Background: an optimization exercise with open tools, aiming at small area, a short achievable clock period and few clock cycles per item. Do not read the settings as production practice. Where RTL was checked, it was by simulation tests only, not by an equivalence proof against the original.

==> inputs of build 15 <==
## adaptive_gain_pcm_mixer
module adaptive_gain_pcm_mixer (
  input  logic        clk,
  input  logic        rst,
  input  logic        sample_valid,
  output logic        sample_ready,
  input  logic [15:0] sample_vocal,
  input  logic [15:0] sample_music,
  input  logic        sample_last,
  output logic        result_valid,
  input  logic        result_ready,
  output logic [15:0] result_mixed,
  output logic        result_clipped,
  output logic        result_last,
  input  logic        cfg_valid,
  output logic        cfg_ready,
  input  logic [3:0]  cfg_index,
  input  logic [15:0] cfg_wdata
);
Settings: LEC_CHECK=0, CAP_MARGIN=20, CORE_MARGIN=2, CORE_UTILIZATION=68, PLACE_DENSITY=0.74, SETUP_SLACK_MARGIN=2.8, SLEW_MARGIN=20; clock period 10.0 ns.
run.sh (not shown) runs the stock make flow with config.mk's settings and CLKGATE_MAP_FILE= SYNTH_SCRIPT=/design/flow/synth_recipe.tcl, a recipe that flattens the netlist after the stock synthesis.
==> build 90: changes against build 15 <==
- CORE_UTILIZATION: 68 -> 55
- PLACE_DENSITY: 0.74 -> default
- SETUP_SLACK_MARGIN: 2.8 -> 2.5
==> qor summary <==
Placement-stage worst setup slack: build 90 1470 ps; build 15 1530 ps
Non-clock buffer total of the final layout: build 90 163; build 15 205
Final-layout non-clock buffer area share: build 90 0.0351; build 15 0.0450
Relative max-transition margin: build 90 0.277; build 15 0.231
WP depth: build 90 29; build 15 19
Final design utilization: build 90 0.595; build 15 0.754
Final Wtd Congestion: build 90 0.960; build 15 1.00
Critical Path Sink: build 90 u_div.rem[19]; build 15 out_neg_clip
Inserted tap cell count: build 90 959; build 15 773
CP Launch Point: build 90 u_div.dr[13]; build 15 s3_x[7]
Final design instance area without fill: build 90 43300 µm²; build 15 44300 µm²
Total core area: build 90 72700 µm²; build 15 58700 µm²
Highest routed layer: build 90 met4; build 15 met5
Fill cell instance count of the final layout: build 90 6528; build 15 4291
Multi-input logic portion of the cell area: build 90 0.698; build 15 0.697
Area taken by flip-flops and latches: build 90 7100 µm²; build 15 7110 µm²
Site row count: build 90 99; build 15 89
Required time at the worst-slack endpoint: build 90 10420 ps; build 15 10300 ps
Total Routing Usage GR: build 90 0.333; build 15 0.408
Outcome: build 90 no timing/DRC/antenna violations; build 15 no timing/DRC/antenna violations
Iteration-0 DRC count of the detailed router: build 90 2978; build 15 3814
Routed met1 length: build 90 49.2 mm; build 15 44.4 mm
Testbench counts of build 15, summed over its fixed seeds: cycles 2,824, items 2,048.
Testbench counts of build 90, summed over its fixed seeds: cycles 2,824, items 2,048.

========
==> v8: inputs <==
Another version of the RTL of adaptive_gain_pcm_mixer (not shown whole).
Settings: LEC_CHECK=0, ABC_AREA=1, CAP_MARGIN=20, CORE_MARGIN=2, CORE_UTILIZATION=55, SETUP_SLACK_MARGIN=4.5, SLEW_MARGIN=20, TNS_END_PERCENT=5; clock period 10.0 ns.
==> inputs of v10, as changes to v8 <==
--- a/flow/config.mk
+++ b/flow/config.mk
@@ -11,3 +11,3 @@
 export CORE_UTILIZATION = 55
-export SETUP_SLACK_MARGIN = 4.5
+export SETUP_SLACK_MARGIN = 4.0
 export SLEW_MARGIN = 20
==> qor summary <==
	v10	v8
Final core utilization	0.604	0.636
Delay of the slowest critical-path stage	0.51 ns	0.42 ns
Post-synthesis to final-layout area growth	8.95%	14.8%
Met2 Wirelength	68500 um	70300 um
Global-route wire length before repair	220000 um	223000 um
Area of all sequential standard cells	7840 sq um	7840 sq um
Outcome	no timing/DRC/antenna violations	no timing/DRC/antenna violations
Actual slew at the worst max-slew pin	1.05 ns	1.07 ns
Number of nets in the layout	6383	6445
Area of all placed cells without fillers	47600 sq um	50200 sq um
Worst reg2reg endpoint	u_div.busy	s2_ra[18]
Sequential fraction of total cell area	0.165	0.156
Top Layer Used	met4	met5
Grt met1 use	0.445	0.443
Layout non-clock buf frac	0.0422	0.0548
Testbench counts of v8, summed over its fixed seeds: cycles 3,072, items 2,048.
Testbench counts of v10, summed over its fixed seeds: cycles 3,072, items 2,048.

========
==> v35: inputs <==
Another version of the RTL of adaptive_gain_pcm_mixer (not shown whole).
==> flow/config.mk <==
export PLATFORM = sky130hd
export DESIGN_NAME = adaptive_gain_pcm_mixer
export DESIGN_NICKNAME = adaptive_gain_pcm_mixer
export VERILOG_FILES = /design/flow/design.v
export SDC_FILE = /design/flow/constraint.sdc
export NUM_CORES = 4
export LEC_CHECK = 0
export ABC_AREA = 1
export CAP_MARGIN = 20
export CORE_MARGIN = 2
export CORE_UTILIZATION = 55
export SETUP_SLACK_MARGIN = 4.0
export SLEW_MARGIN = 20
export TNS_END_PERCENT = 5
==> flow/constraint.sdc <==
create_clock -name core_clock -period 10.0 [get_ports {clk}]
set_input_delay 2.0000 -clock core_clock [delete_from_list [all_inputs] [get_ports {clk}]]
set_output_delay 2.0000 -clock core_clock [all_outputs]
set_load 0.01 [all_outputs]
==> inputs of v31, as changes to v35 <==
--- a/flow/config.mk
+++ b/flow/config.mk
@@ -7,3 +7,2 @@
 export LEC_CHECK = 0
-export ABC_AREA = 1
 export CAP_MARGIN = 20
==> comparison table <==
| metric | v31 | v35 |
|---|---|---|
| Storage cell area | 0.007893 sq mm | 0.007849 sq mm |
| Site row count | 101 | 103 |
| Clock tree skew after final layout | 0.05500 ns | 0.04632 ns |
| Routability Congestion | 0.9431 | 1.002 |
| Number of well taps | 978 | 1050 |
| Initial core utilization | 55.26% | 55.49% |
| Worst-Skew Late Latency | 0.59 ns | 0.61 ns |
| Vias | 33234 | 38592 |
| Result of the run | no timing/DRC/antenna violations | no timing/DRC/antenna violations |
| Final critical-path required period | 6.165 ns | 5.938 ns |
| Crit-path max cell delay | 0.55 ns | 0.59 ns |
| Post-Synthesis Net Count | 5363 | 6431 |
| Adder and majority gate portion of the synthesized area | 29.70% | 28.34% |
| Final Cell Area | 0.04659 sq mm | 0.04738 sq mm |
| Critical Path RT | 10.34 ns | 10.44 ns |
Testbench counts of v35, summed over its fixed seeds: cycles 3,072, items 2,048.
Testbench counts of v31, summed over its fixed seeds: cycles 3,072, items 2,048.

========
==> job 7036 <==
adaptive_gain_pcm_mixer, a different RTL version from the one above (not shown whole).
clock: 10.0 ns
lec_check: 0
cap_margin: 20
core_margin: 2
core_utilization: 55
setup_slack_margin: 4.0
slew_margin: 20
==> job 399: changes against job 7036 <==
--- a/flow/design.v
+++ b/flow/design.v
@@ -10,69 +10,72 @@
   localparam int RECOVERY_SHIFT = 5;
   localparam logic [GAIN_W-1:0] GAIN_RESET = 16'd4096;
   localparam logic [15:0]       UNITY_Q15  = 16'h8000;
 endpackage
 `timescale 1ns / 1ps
 import agpm_pkg::*;
-module agpm_div (
+module agpm_div #(
+  parameter int STEPS = 3
+) (
   input  logic              clk,
   input  logic              rst,
   input  logic              go,          
   input  logic              neg,         
   input  logic [DIV_W-1:0]  d,           
   output logic              busy,
   output logic              done,        
-  output logic [15:0]       att_out
+  output logic [QUO_W-1:0]  q
 );
-  localparam int NCYC = 8;
+  localparam int NCYC = (QUO_W + STEPS - 1) / STEPS;
+  localparam int T    = NCYC * STEPS;    
+  localparam int E    = T - QUO_W;       
   logic [DIV_W-1:0] dr;
   logic [DIV_W-1:0] rem;
-  logic [QUO_W-2:0] qh;                  
+  logic [T-1:0]     dq;                  
   logic [3:0]       cnt;
-  logic [DIV_W:0]   trial1;
-  logic [DIV_W:0]   trial2;
-  logic             fits1;
-  logic             fits2;
-  logic [DIV_W-1:0] rem1;
-  logic [DIV_W-1:0] rem2;
+  logic [DIV_W-1:0] rem_n;
+  logic [T-1:0]     dq_n;
+  logic [T-1:0]     dq_init;
   logic [15:0]      n_init;
-  assign n_init = neg ? 16'd32768 : 16'd32767;
-  assign trial1 = {rem, 1'b0};
-  assign fits1  = trial1 >= {1'b0, dr};
-  assign rem1   = fits1 ? DIV_W'(trial1 - {1'b0, dr}) : trial1[DIV_W-1:0];
-  assign trial2 = {rem1, 1'b0};
-  assign fits2  = trial2 >= {1'b0, dr};
-  assign rem2   = fits2 ? DIV_W'(trial2 - {1'b0, dr}) : trial2[DIV_W-1:0];
-  logic [15:0] q0;
-  logic [15:0] q1;
-  logic [15:0] att_q0;
-  logic [15:0] att_q1;
-  assign q0      = {1'b0, qh, 1'b0};
-  assign q1      = {1'b0, qh, 1'b1};
-  assign att_q0  = q0 + ((UNITY_Q15 - q0) >> RECOVERY_SHIFT);
-  assign att_q1  = q1 + ((UNITY_Q15 - q1) >> RECOVERY_SHIFT);
-  assign att_out = fits1 ? att_q1 : att_q0;
+  assign n_init  = neg ? 16'd32768 : 16'd32767;
+  assign dq_init = T'({n_init, 15'd0});
+  always_comb begin
+    logic [DIV_W:0] trial;
+    rem_n = rem;
+    dq_n  = dq;
+    for (int i = 0; i < STEPS; i++) begin
+      trial = {rem_n, dq_n[T-1]};
+      if (trial >= {1'b0, dr}) begin
+        rem_n = DIV_W'(trial - {1'b0, dr});
+        dq_n  = {dq_n[T-2:0], 1'b1};
+      end else begin
+        rem_n = trial[DIV_W-1:0];
+        dq_n  = {dq_n[T-2:0], 1'b0};
+      end
+    end
+  end
   assign done = busy && cnt == 4'd1;
+  assign q    = dq_n[QUO_W-1:0];
   always_ff @(posedge clk) begin
     if (rst) begin
       busy <= 1'b0;
     end else if (!busy) begin
       busy <= go;
     end else if (done) begin
       busy <= 1'b0;
     end
   end
   always_ff @(posedge clk) begin
     if (!busy) begin
       dr  <= d;
-      rem <= DIV_W'(n_init);
-      qh  <= '0;
+      rem <= DIV_W'(n_init >> E);
+      dq  <= dq_init;
       cnt <= 4'(NCYC);
     end else begin
-      rem <= rem2;
-      qh  <= {qh[QUO_W-4:0], fits1, fits2};
+      rem <= rem_n;
+      dq  <= dq_n;
       cnt <= cnt - 4'd1;
     end
   end
 endmodule
 `timescale 1ns / 1ps
 module agpm_sum_tree (
@@ -1882,18 +1885,19 @@
   logic                out_neg_clip;
   logic                out_last;
   logic [15:0]         attenuation;
   logic [14:0]         att_c;
   logic                div_busy;
   logic                div_done;
-  logic [15:0]         div_att;
+  logic [QUO_W-1:0]    div_q;
+  logic                rec_pend;
   logic out_free, adv, s5_take, replay_go, s4_new;
   assign out_free     = ~out_valid | result_ready;
-  assign adv          = out_free & ~div_busy & ~s4_replay;
+  assign adv          = out_free & ~div_busy & ~rec_pend & ~s4_replay;
   assign s5_take      = adv & s4_valid;
-  assign replay_go    = s4_replay & ~div_busy;
+  assign replay_go    = s4_replay & ~div_busy & ~rec_pend;
   assign s4_new       = adv & s3_valid;
   assign sample_ready = adv;
   assign cfg_ready    = 1'b1;
   logic [15:0] out_sat;
   assign out_sat        = out_pos_clip ? 16'h7fff : out_neg_clip ? 16'h8000 : out_mag;
   assign result_valid   = out_valid;
@@ -2028,34 +2032,36 @@
   logic [15:0] att_rec;
   logic [15:0] att_next;
   logic [14:0] att_next_c;
   assign att_rec = attenuation + ((UNITY_Q15 - attenuation) >> RECOVERY_SHIFT);
   always_comb begin
     if (div_done) begin
-      att_next = div_att;
-    end else if ((adv & s3_valid) | replay_go) begin
+      att_next = {1'b0, div_q};
+    end else if ((adv & s3_valid) | replay_go | rec_pend) begin
       att_next = att_rec;
     end else begin
       att_next = attenuation;
     end
   end
   agpm_booth_att u_enc_att (.y (att_next), .c (att_next_c));
   always_ff @(posedge clk) begin
     if (rst) begin
       attenuation <= UNITY_Q15;
       att_c       <= 15'b100_000_000_000_000;    
+      rec_pend    <= 1'b0;
     end else begin
       attenuation <= att_next;
       att_c       <= att_next_c;
+      rec_pend    <= div_done;
     end
   end
-  agpm_div u_div (
-    .clk     (clk),
-    .rst     (rst),
-    .go      (s5_take & (clip_pos | clip_neg)),
-    .neg     (s4_sgn),
-    .d       (mag),
-    .busy    (div_busy),
-    .done    (div_done),
-    .att_out (div_att)
+  agpm_div #(.STEPS(2)) u_div (
+    .clk  (clk),
+    .rst  (rst),
+    .go   (s5_take & (clip_pos | clip_neg)),
+    .neg  (s4_sgn),
+    .d    (mag),
+    .busy (div_busy),
+    .done (div_done),
+    .q    (div_q)
   );
 endmodule
--- a/flow/config.mk
+++ b/flow/config.mk
@@ -5,8 +5,8 @@
 export SDC_FILE = /design/flow/constraint.sdc
 export NUM_CORES = 4
 export LEC_CHECK = 0
 export CAP_MARGIN = 20
 export CORE_MARGIN = 2
 export CORE_UTILIZATION = 55
-export SETUP_SLACK_MARGIN = 4.0
+export SETUP_SLACK_MARGIN = 2.5
 export SLEW_MARGIN = 20
==> flow_summary.toml <==
[run_status]
outcome = "finished clean"

[synth]
synthMuxAreaShare_pct = 2.68
synth.avg_cell_area_um2 = 9.68

[hold_path]
holdPathEnd = "s4_last"

[clock_network]
clock_sinks = 371

[timing]
slew_headroom_pct = 29.4
worst_hold_slack_ns = 0.422

[floorplan]
start_util_pct = 55.7

[drt]
num_vias = 31500

[critical_path]
path_common_cell = "fa_1"
the above is filed under job 399

==> flow_summary.toml <==
[run_status]
outcome = "finished clean"

[timing]
slew_headroom_pct = 26.3
worst_hold_slack_ns = 0.427

[synth]
synthMuxAreaShare_pct = 2.37
synth.avg_cell_area_um2 = 9.62

[drt]
num_vias = 32600

[hold_path]
holdPathEnd = "s3_last"
the above is filed under job 7036

No functional check of the RTL was part of any run of this note.

[port drivers added, routing unchanged]
How much do the figures lean on ideal ports? The routed layouts below were timed once more, with nothing changed but the port constraints.
Step 1 (the two cells are an assumption about what drives the block):
set clk [get_ports {clk}]
set_driving_cell -lib_cell sky130_fd_sc_hd__clkbuf_16 $clk
set_driving_cell -lib_cell sky130_fd_sc_hd__buf_2 [delete_from_list [all_inputs] $clk]
Step 2 times the ports against the registers' clock, not the clock port: input delays grow and output delays shrink by t, the midpoint of the rising clock arrivals with the driver on.
Three values: ideal, step 1, step 2; two values: the first two.
run | t, ns | setup slack, ns | hold slack, ns
build 15 | 0.601 | 2.746 / 2.746 / 2.746 | 0.421 / 0.421 / 0.421
build 90 | 0.600 | 2.729 / 2.729 / 2.729 | 0.422 / 0.422 / 0.422
v8 | 0.645 | 4.308 / 4.286 / 4.286 | 0.421 / 0.421 / 0.421
v10 | 0.653 | 4.048 / 4.025 / 4.025 | 0.427 / 0.427 / 0.427
v35 | 0.665 | 4.062 / 4.062 / 4.062 | 0.421 / 0.421 / 0.421
v31 | 0.637 | 3.835 / 3.835 / 3.835 | 0.428 / 0.428 / 0.428
job 7036 | 0.663 | 4.103 / 4.080 / 4.080 | 0.427 / 0.427 / 0.427
job 399 | 0.668 | 3.009 / 3.009 / 3.009 | 0.422 / 0.422 / 0.422
After both steps setup and hold are still met in every run listed.
